Context: an optimization exercise on an open-source flow, tuned for small area, a short achievable clock period and few clock cycles. The choices shown serve that exercise and are no tape-out recipe. The RTL was checked by simulation tests, not by an equivalence proof against the original design.

==> config.mk <==
export PLATFORM = sky130hd
export DESIGN_NAME = sha256_byte_stream_hasher
export DESIGN_NICKNAME = sha256_byte_stream_hasher
export VERILOG_FILES = /design/flow/design.v
export SDC_FILE = /design/flow/constraint.sdc
export NUM_CORES = 4
export LEC_CHECK = 0
export CAP_MARGIN = 20
export CORE_MARGIN = 2
export CORE_UTILIZATION = 40
export SLEW_MARGIN = 20
==> constraint.sdc <==
create_clock -name core_clock -period 10.5 [get_ports {clk}]
set_input_delay 2.1000 -clock core_clock [delete_from_list [all_inputs] [get_ports {clk}]]
set_output_delay 2.1000 -clock core_clock [all_outputs]
set_load 0.01 [all_outputs]
==> design.v <==
package sha256_pkg;
	localparam int unsigned BlockBytes = 64;
	localparam int unsigned Rounds     = 64;
	localparam int unsigned QueueDepth = 4;
	localparam logic [7:0]  PadMark    = 8'h80;
	localparam logic [5:0]  LengthOfs  = 6'd56;
	typedef logic [31:0] word_t;
	typedef struct packed {
		logic [7:0] data;
		logic       has_byte;
		logic       eom;
	} cmd_t;
	typedef struct packed {
		logic [7:0] message_byte;
		logic       has_byte;
		logic       end_of_message;
	} in_item_t;
	typedef struct packed {
		logic [31:0] digest_word;
		logic [2:0]  word_index;
		logic        last_word;
	} out_item_t;
	localparam logic [255:0] InitHashFlat = {
		32'h6a09e667, 32'hbb67ae85, 32'h3c6ef372, 32'ha54ff53a,
		32'h510e527f, 32'h9b05688c, 32'h1f83d9ab, 32'h5be0cd19
	};
	localparam logic [2047:0] RoundKFlat = {
		32'h428a2f98, 32'h71374491, 32'hb5c0fbcf, 32'he9b5dba5,
		32'h3956c25b, 32'h59f111f1, 32'h923f82a4, 32'hab1c5ed5,
		32'hd807aa98, 32'h12835b01, 32'h243185be, 32'h550c7dc3,
		32'h72be5d74, 32'h80deb1fe, 32'h9bdc06a7, 32'hc19bf174,
		32'he49b69c1, 32'hefbe4786, 32'h0fc19dc6, 32'h240ca1cc,
		32'h2de92c6f, 32'h4a7484aa, 32'h5cb0a9dc, 32'h76f988da,
		32'h983e5152, 32'ha831c66d, 32'hb00327c8, 32'hbf597fc7,
		32'hc6e00bf3, 32'hd5a79147, 32'h06ca6351, 32'h14292967,
		32'h27b70a85, 32'h2e1b2138, 32'h4d2c6dfc, 32'h53380d13,
		32'h650a7354, 32'h766a0abb, 32'h81c2c92e, 32'h92722c85,
		32'ha2bfe8a1, 32'ha81a664b, 32'hc24b8b70, 32'hc76c51a3,
		32'hd192e819, 32'hd6990624, 32'hf40e3585, 32'h106aa070,
		32'h19a4c116, 32'h1e376c08, 32'h2748774c, 32'h34b0bcb5,
		32'h391c0cb3, 32'h4ed8aa4a, 32'h5b9cca4f, 32'h682e6ff3,
		32'h748f82ee, 32'h78a5636f, 32'h84c87814, 32'h8cc70208,
		32'h90befffa, 32'ha4506ceb, 32'hbef9a3f7, 32'hc67178f2
	};
	function automatic word_t init_hash(input logic [2:0] i);
		init_hash = InitHashFlat[{~i, 5'd0} +: 32];
	endfunction
	function automatic word_t round_k(input logic [5:0] r);
		round_k = RoundKFlat[{~r, 5'd0} +: 32];
	endfunction
	function automatic word_t rotr(input word_t x, input int unsigned n);
		rotr = (x >> n) | (x << (32 - n));
	endfunction
	function automatic word_t big_sigma0(input word_t x);
		big_sigma0 = rotr(x, 2) ^ rotr(x, 13) ^ rotr(x, 22);
	endfunction
	function automatic word_t big_sigma1(input word_t x);
		big_sigma1 = rotr(x, 6) ^ rotr(x, 11) ^ rotr(x, 25);
	endfunction
	function automatic word_t small_sigma0(input word_t x);
		small_sigma0 = rotr(x, 7) ^ rotr(x, 18) ^ (x >> 3);
	endfunction
	function automatic word_t small_sigma1(input word_t x);
		small_sigma1 = rotr(x, 17) ^ rotr(x, 19) ^ (x >> 10);
	endfunction
endpackage
module sha256_front #(
	parameter int unsigned DEPTH = sha256_pkg::QueueDepth
) (
	input  logic                clk,
	input  logic                arst_n,
	input  logic                in_valid,
	output logic                in_ready,
	input  logic [7:0]          in_byte,
	input  logic                in_has_byte,
	input  logic                in_eom,
	output logic                cmd_valid,
	input  logic                cmd_ready,
	output logic [7:0]          cmd_data,
	output logic                cmd_has_byte,
	output logic                cmd_eom
);
	localparam int unsigned AW = (DEPTH > 1) ? $clog2(DEPTH) : 1;
	localparam logic [AW:0]   Full = DEPTH;
	localparam logic [AW-1:0] Last = DEPTH - 1;
	logic [9:0] mem_q [DEPTH];  
	logic [AW-1:0] wr_ptr_q, rd_ptr_q;
	logic [AW:0]   count_q;
	logic push, pop, useful;
	assign useful    = in_has_byte | in_eom;
	assign in_ready  = (count_q != Full);
	assign push      = in_valid & in_ready & useful;
	assign cmd_valid = (count_q != '0);
	assign pop       = cmd_valid & cmd_ready;
	assign {cmd_data, cmd_has_byte, cmd_eom} = mem_q[rd_ptr_q];
	always_ff @(posedge clk) begin
		if (push) begin
			mem_q[wr_ptr_q] <= {in_byte, in_has_byte, in_eom};
		end
	end
	always_ff @(posedge clk or negedge arst_n) begin
		if (!arst_n) begin
			wr_ptr_q <= '0;
			rd_ptr_q <= '0;
			count_q  <= '0;
		end else begin
			if (push) wr_ptr_q <= (wr_ptr_q == Last) ? '0 : wr_ptr_q + 1'b1;
			if (pop) rd_ptr_q <= (rd_ptr_q == Last) ? '0 : rd_ptr_q + 1'b1;
			count_q <= count_q + {{AW{1'b0}}, push} - {{AW{1'b0}}, pop};
		end
	end
endmodule
module sha256_core (
	input  logic                 clk,
	input  logic                 arst_n,
	input  logic                 cmd_valid,
	output logic                 cmd_ready,
	input  logic [7:0]           cmd_data,
	input  logic                 cmd_has_byte,
	input  logic                 cmd_eom,
	output logic                 out_valid,
	input  logic                 out_ready,
	output logic [31:0]          out_word,
	output logic [2:0]           out_index,
	output logic                 out_last
);
	typedef enum logic [2:0] {
		ST_ACCEPT, ST_PAD, ST_LOAD, ST_ROUND, ST_FINAL, ST_EMIT
	} state_t;
	state_t state_q;
	logic [31:0] buf_q [16];  
	logic [5:0]  byte_cnt_q;
	logic [63:0] bit_cnt_q;
	sha256_pkg::word_t hash_q [8];
	sha256_pkg::word_t w_q [16];
	sha256_pkg::word_t v_q [8];
	logic [5:0]  round_q;
	logic [3:0]  ld_q;       
	logic        eom_q;      
	logic        len_done_q;  
	logic        mark_done_q;
	logic [2:0]  emit_q;
	logic        out_valid_q;
	sha256_pkg::word_t wt, t1, t2, a, e, s0w, s1w;
	always_comb begin
		a  = v_q[0];
		e  = v_q[4];
		s1w = sha256_pkg::small_sigma1(w_q[14]);
		s0w = sha256_pkg::small_sigma0(w_q[1]);
		wt = (round_q < 6'd16) ? w_q[0] : (s1w + w_q[9] + s0w + w_q[0]);
		t1 = v_q[7] + sha256_pkg::big_sigma1(e) + ((e & v_q[5]) ^ (~e & v_q[6]))
			+ sha256_pkg::round_k(round_q) + wt;
		t2 = sha256_pkg::big_sigma0(a) + ((a & v_q[1]) ^ (a & v_q[2]) ^ (v_q[1] & v_q[2]));
	end
	assign cmd_ready = (state_q == ST_ACCEPT) && !eom_q;
	assign out_valid = out_valid_q;
	assign out_word  = hash_q[emit_q];
	assign out_index = emit_q;
	assign out_last  = (emit_q == 3'd7);
	always_ff @(posedge clk or negedge arst_n) begin
		if (!arst_n) begin
			state_q     <= ST_ACCEPT;
			byte_cnt_q  <= '0;
			bit_cnt_q   <= '0;
			round_q     <= '0;
			ld_q        <= '0;
			eom_q       <= 1'b0;
			len_done_q  <= 1'b0;
			mark_done_q <= 1'b0;
			emit_q      <= '0;
			out_valid_q <= 1'b0;
			for (int i = 0; i < 8; i++) hash_q[i] <= sha256_pkg::init_hash(3'(i));
		end else begin
			unique case (state_q)
				ST_ACCEPT: begin
					if (cmd_valid) begin
						if (cmd_has_byte) begin
							buf_q[byte_cnt_q[5:2]][{~byte_cnt_q[1:0], 3'd0} +: 8] <= cmd_data;
							byte_cnt_q <= byte_cnt_q + 1'b1;
							bit_cnt_q  <= bit_cnt_q + 64'd8;
						end
						eom_q <= cmd_eom;
						if (cmd_has_byte && byte_cnt_q == 6'd63) begin
							state_q <= ST_LOAD;
							ld_q    <= '0;
						end else if (cmd_eom) begin
							state_q <= ST_PAD;
						end
					end
				end
				ST_PAD: begin
					if (!mark_done_q) begin
						buf_q[byte_cnt_q[5:2]][{~byte_cnt_q[1:0], 3'd0} +: 8] <=
							sha256_pkg::PadMark;
						mark_done_q <= 1'b1;
						if (byte_cnt_q < sha256_pkg::LengthOfs) len_done_q <= 1'b1;
					end else if (byte_cnt_q >= sha256_pkg::LengthOfs && len_done_q) begin
						buf_q[byte_cnt_q[5:2]][{~byte_cnt_q[1:0], 3'd0} +: 8] <=
							bit_cnt_q[{3'd7 - byte_cnt_q[2:0], 3'd0} +: 8];
					end else begin
						buf_q[byte_cnt_q[5:2]][{~byte_cnt_q[1:0], 3'd0} +: 8] <= 8'h00;
					end
					if (byte_cnt_q == 6'd63) begin
						state_q <= ST_LOAD;
						ld_q    <= '0;
					end
					byte_cnt_q <= byte_cnt_q + 1'b1;
				end
				ST_LOAD: begin
					w_q[ld_q] <= buf_q[ld_q];
					if (ld_q == 4'd15) begin
						state_q <= ST_ROUND;
						round_q <= '0;
						for (int i = 0; i < 8; i++) v_q[i] <= hash_q[i];
					end
					ld_q <= ld_q + 1'b1;
				end
				ST_ROUND: begin
					for (int i = 0; i < 15; i++) w_q[i] <= w_q[i+1];
					w_q[15] <= wt;
					v_q[7] <= v_q[6];
					v_q[6] <= v_q[5];
					v_q[5] <= e;
					v_q[4] <= v_q[3] + t1;
					v_q[3] <= v_q[2];
					v_q[2] <= v_q[1];
					v_q[1] <= a;
					v_q[0] <= t1 + t2;
					round_q <= round_q + 1'b1;
					if (round_q == 6'd63) state_q <= ST_FINAL;
				end
				ST_FINAL: begin
					for (int i = 0; i < 8; i++) hash_q[i] <= hash_q[i] + v_q[i];
					byte_cnt_q <= '0;
					if (!eom_q) begin
						state_q <= ST_ACCEPT;
					end else if (len_done_q) begin
						state_q     <= ST_EMIT;
						emit_q      <= '0;
						out_valid_q <= 1'b1;
					end else begin
						state_q    <= ST_PAD;
						len_done_q <= 1'b1;
					end
				end
				ST_EMIT: begin
					if (out_ready) begin
						emit_q <= emit_q + 1'b1;
						if (emit_q == 3'd7) begin
							out_valid_q <= 1'b0;
							state_q     <= ST_ACCEPT;
							eom_q       <= 1'b0;
							len_done_q  <= 1'b0;
							bit_cnt_q   <= '0;
							mark_done_q <= 1'b0;
							for (int i = 0; i < 8; i++) hash_q[i] <= sha256_pkg::init_hash(3'(i));
						end
					end
				end
				default: state_q <= ST_ACCEPT;
			endcase
		end
	end
endmodule
module sha256_byte_stream_hasher (
	input  logic        clk,
	input  logic        arst_n,
	input  logic        in_valid,
	output logic        in_ready,
	input  logic [7:0]  in_message_byte,
	input  logic        in_has_byte,
	input  logic        in_end_of_message,
	output logic        out_valid,
	input  logic        out_ready,
	output logic [31:0] out_digest_word,
	output logic [2:0]  out_word_index,
	output logic        out_last_word
);
	localparam int unsigned QUEUE_DEPTH = sha256_pkg::QueueDepth;
	logic             cmd_valid, cmd_ready;
	logic [7:0]       cmd_data;
	logic             cmd_has_byte, cmd_eom;
	sha256_front #(.DEPTH(QUEUE_DEPTH)) u_front (
		.clk, .arst_n,
		.in_valid     (in_valid),
		.in_ready     (in_ready),
		.in_byte      (in_message_byte),
		.in_has_byte  (in_has_byte),
		.in_eom       (in_end_of_message),
		.cmd_valid, .cmd_ready, .cmd_data, .cmd_has_byte, .cmd_eom
	);
	sha256_core u_core (
		.clk, .arst_n,
		.cmd_valid, .cmd_ready, .cmd_data, .cmd_has_byte, .cmd_eom,
		.out_valid (out_valid),
		.out_ready (out_ready),
		.out_word  (out_digest_word),
		.out_index (out_word_index),
		.out_last  (out_last_word)
	);
endmodule
==> run.sh <==
#!/bin/bash
# synth_recipe.tcl (not shown) runs the flow's synth.tcl, then flattens the netlist and writes it again
# the make line also repeats each setting of config.mk as NAME=value (left out here)
make -C /OpenROAD-flow-scripts/flow DESIGN_CONFIG=/design/flow/config.mk WORK_HOME=/design/flow/orfs CLKGATE_MAP_FILE= SYNTH_SCRIPT=/design/flow/synth_recipe.tcl finish
==> notes.md <==
In the final routed layout, each cell accounts on average for 25.84 µm. Clock latency on the worst-skew pair, taken at its later pin, is 910 ps.

Before antenna repair, the detailed router went through 6 iterations. Cell area after synthesis: 0.09909 mm². The yosys synthesis warning count came out at 6. The tools report the via count of the first global-routing pass as 72830. The number of nets handed over by synthesis was 10240.

In this run, synthesis inferred 1320 flip-flops with an integrated enable. The mean post-synth cell area works out to 10.31 µm². The run gives 0.9675 as the global placer's final weighted congestion. Ranked by total cell area, the synthesized netlist is headed by sky130_fd_sc_hd__edfxtp_1 (40%), sky130_fd_sc_hd__dfrtp_1 (5.4%), sky130_fd_sc_hd__a21o_1 (5.3%), sky130_fd_sc_hd__ha_1 (5.3%), sky130_fd_sc_hd__o21ai_0 (4.9%). The capturing element type of the critical path was a register. The proportion of register bits with asynchronous set or reset after synthesis was 20.96%; the H-tree depth reported by CTS was 4. The number of nets with antenna violations after routing is 0. 52 I/O pins were placed. The floorplan die height works out to 501.7 µm. Hold repair after CTS inserted 0 buffers. The die is 501.7 µm wide. The largest stage delay on the critical path was 610 ps.

The via-per-instance ratio came out at 5.838. The run gives 0 as the number of remaining DRC errors. Across every metal layer, demand over resource in global routing totals 26.14%.

The fraction of the cycle the final worst path needs works out to 95.12%. TritonCTS built the clock tree. The number of sinks handled by clock tree synthesis was 1670; the port buffer count was 51. The placeable core area was 0.2462 mm². For this run, the number of standard cells in the final layout without fillers is 12950. For this run, the register share of the synthesized area comes to 49.01%. The clock period minus worst slack was 9988 ps; the clock transition time at the flip-flop clock pins of the worst setup and hold paths was 60 ps.

After the first detailed-routing iteration, the DRC count stood at 9252. The tightest hold path in the finished design has a slack of 491.8 ps. In this run the cell area measured after placement is 0.1036 mm². In this design, the critical path's most frequently occurring cell is sky130_fd_sc_hd__a21oi_1. Synthesis handed over a netlist of 9610 instances. STA puts the critical path data required time at 11080 ps. The relative area change from synthesis to final layout is 10.69%, and the final count of hold timing violations is 0. The total count of max-transition violations in the final report was 0; the first-pass GRT wire length was 492300 µm. Between clock sinks in the finished design, the worst skew comes to 70.83 ps.

The biggest area contributor in the post-synthesis netlist is sky130_fd_sc_hd__edfxtp_1. Relative slew slack: 9.047%. The category of the worst setup path launch point is a register. The setup path with the least slack is of type reg2reg. In this run, distinct cell masters in the synthesized netlist total 96. Top achievable clock speed: 100.1 MHz. The die outline area was 0.2517 mm²; the initial cell density of the core was 40.25%. The total overflow left after global routing is 0. Summing over every cut layer, the via total after detailed routing is 75620. The routed design has 334600 µm of wire. The cell sitting at the root of the clock tree is a sky130_fd_sc_hd__clkbuf_16. The fraction of layout instances using a drive strength above 1 came out at 8.903%. For the worst setup path, the data arrival time is 10570 ps. In this run the worst path has a maximum fanout of 6.

The register bit count reported by yosys works out to 1670. For this run, the leading register cell type out of synthesis is sky130_fd_sc_hd__edfxtp_1. The clock passes through at most 3 buffers. The largest net degree at the start of global routing was 238; the reported max-cap violation count was 0.

The run finished with no timing, DRC or antenna violations. Slowest stage cell on the critical path: sky130_fd_sc_hd__o311ai_1. The initial antenna violation count was 8.

The slew at the pin closest to its max-slew limit was 1364 ps. Summing all non-filler instances in the final layout gives an area of 0.1097 mm². Clock tree synthesis inserted a total of 180 buffers.

In the final design database the tool counted 10110 nets. The setup-violating endpoint count in the final report is 0. The min-delay analysis places its worst path in the category reg2reg. The number of placement rows came out at 182. For the post-placement cell count, the log shows 12610.

The fraction of post-synthesis cell area in the top cell type by area is 40.00%. The estimated wirelength of the detail-placed design is 225000 µm.
## per-layer routing
layer	part of all wire [%]	wire length [µm]	vias up	global-route usage [%]
li1	-	-	33970	-
met1	43	143700	37780	36.61
met2	45	151200	3297	40.70
met3	7.8	26220	568	4.020
met4	4.0	13240	6	9.974
met5	0.060	201	-	0.5016
## Yosys cell counts, drive strengths merged (35+ instances only)
cell    count
fa        196
nand2b     70
buf        67
nand2    1118
xnor2     365
clkbuf    487
a211oi     43
a21oi     511
nor3       81
o21ai     979
mux2       71
or3        35
and2       39
o21bai     54
edfxtp   1320
nand3     124
nor2b      48
dfstp     136
inv       867
xor2      258
ha        416
a22oi     171
a221oi     52
dfrtp     214
nor2      453
and3       38
a41oi      36
a31oi      48
a21o      698
o21a       59
nand4      61
o211ai     36
o31ai      41
a22o       51
## layout by cell type, fill, tap and decap left out, types with 258 or more instances in the layout
cell type                  count
sky130_fd_sc_hd__edfxtp_1   1320
sky130_fd_sc_hd__nand2_1    1115
sky130_fd_sc_hd__o21ai_0     951
sky130_fd_sc_hd__inv_1       867
sky130_fd_sc_hd__a21o_1      698
sky130_fd_sc_hd__a21oi_1     508
sky130_fd_sc_hd__nor2_1      421
sky130_fd_sc_hd__ha_1        409
sky130_fd_sc_hd__xnor2_1     365
sky130_fd_sc_hd__xor2_1      258
## sequential cells by signal (all words and copies together), names as in the netlist, 2 cells and up
| signal | flops |
|---|---|
| u_core.buf_q | 512 |
| u_core.w_q | 512 |
| u_core.hash_q | 256 |
| u_core.v_q | 256 |
| u_core.bit_cnt_q | 61 |
| u_front.mem_q | 40 |
| u_core.byte_cnt_q | 6 |
| u_core.round_q | 6 |
| u_core.ld_q | 4 |
| u_core.emit_q | 3 |
| u_core.state_q | 3 |
| u_front.count_q | 3 |
| u_front.rd_ptr_q | 2 |
| u_front.wr_ptr_q | 2 |
## repair_timing
action / 4_1_cts / 5_1_grt
endpoints found under the hold margin: 0 / 0
setup endpoints to repair: 0 / 8
gates resized for setup: 0 / 10
buffers inserted: 0 / 3
## area by class of cell
class | count | area, µm²
Fill cell | 23080 | 136500
Sequential cell | 1670 | 48580
Multi-Input combinational cell | 6519 | 45600
Clock buffer | 221 | 4748
Tap cell | 3312 | 4144
Inverter | 867 | 3254
Timing Repair Buffer | 247 | 2143
Clock inverter | 113 | 1207
Antenna cell | 4 | 10.01
## per-stage QoR
stage          setup TNS [ps]  utilization (%)  setup WS (ps)
2_1_floorplan               0                -          392.1
6_report                    0            44.56          512.5
3_5_place_dp                0            42.09          418.6
4_1_cts                     0            44.50          321.0
3_3_place_gp                0            42.07          482.4
5_1_grt                -21.05            44.56         -21.05
## final timing paths
| check | to | cells past startpoint | startpoint | slack, ps |
|---|---|---|---|---|
| min | u_core.w_q[14][29]$_DFFE_PP_ | 1 | u_core.w_q[15][29]$_DFFE_PP_ | 490 |
| max reg2reg | u_core.v_q[0][31]$_DFFE_PP_ | 41 | u_core.w_q[14][18]$_DFFE_PP_ | 510 |
| min reg2reg | u_core.w_q[14][29]$_DFFE_PP_ | 1 | u_core.w_q[15][29]$_DFFE_PP_ | 490 |
| min in group asynchronous | u_core.hash_q[1][1]$_DFFE_PN0P_ | 1 | arst_n | 1170 |
| max | u_core.v_q[0][31]$_DFFE_PP_ | 41 | u_core.w_q[14][18]$_DFFE_PP_ | 510 |
| max in group asynchronous | u_core.emit_q[2]$_DFFE_PN0P_ | 4 | arst_n | 6350 |
## logic make-up (layout without fill, tap and decap cells)
logic type | Yosys count | after routing | share of synthesized area (%)
other | 0 | 4 | 0
AND/OR/NAND/NOR | 2130 | 2130 | 9.317
AO/OA/AOI/OAI | 3007 | 3007 | 19.62
XOR/XNOR | 623 | 623 | 5.507
adder cells (fa/ha/maj) | 631 | 631 | 9.405
flip-flops | 1670 | 1670 | 49.01
multiplexers | 128 | 128 | 1.749
buffers and inverters | 1421 | 1448 | 5.385
## worst max-delay path: cells and delay by family (launching register included)
kind,cells,cell delay (ps)
fa+ha+maj,7,2870
compound gates,19,4180
simple gates,5,810
flops,1,440
xor+xnor,6,1030
buf+inv,4,310
Testbench counts, summed over its fixed seeds: cycles 43,154.

-- port drivers added, routing unchanged --
How much do the figures lean on ideal ports? The routed layout below was timed once more, with nothing changed but the port constraints.
Step 1: set_driving_cell puts a clkbuf_16 on clk and a buf_2 on each other input, an assumption about the parent block.
Step 2 adds t to the input delays and takes it off the output delays; t is the mean of the earliest and latest rising clock arrival at the registers after step 1. Input paths then give back, and output paths get back, about the clock's delay inside the block.
a / b / c = ideal ports / drivers / drivers and shift; a / b = the first two.
t (ns): 0.968
setup WS [ns]: 0.512 / 0.512 / 0.512
latest minus earliest clock arrival (ns): 0.080 / 0.079
worst data-port slew with drivers (ns): 0.07
After both steps setup and hold are still met in this run. The setup slack of this run moves by 0.000 ns with the drivers and by 0.000 ns with both steps.
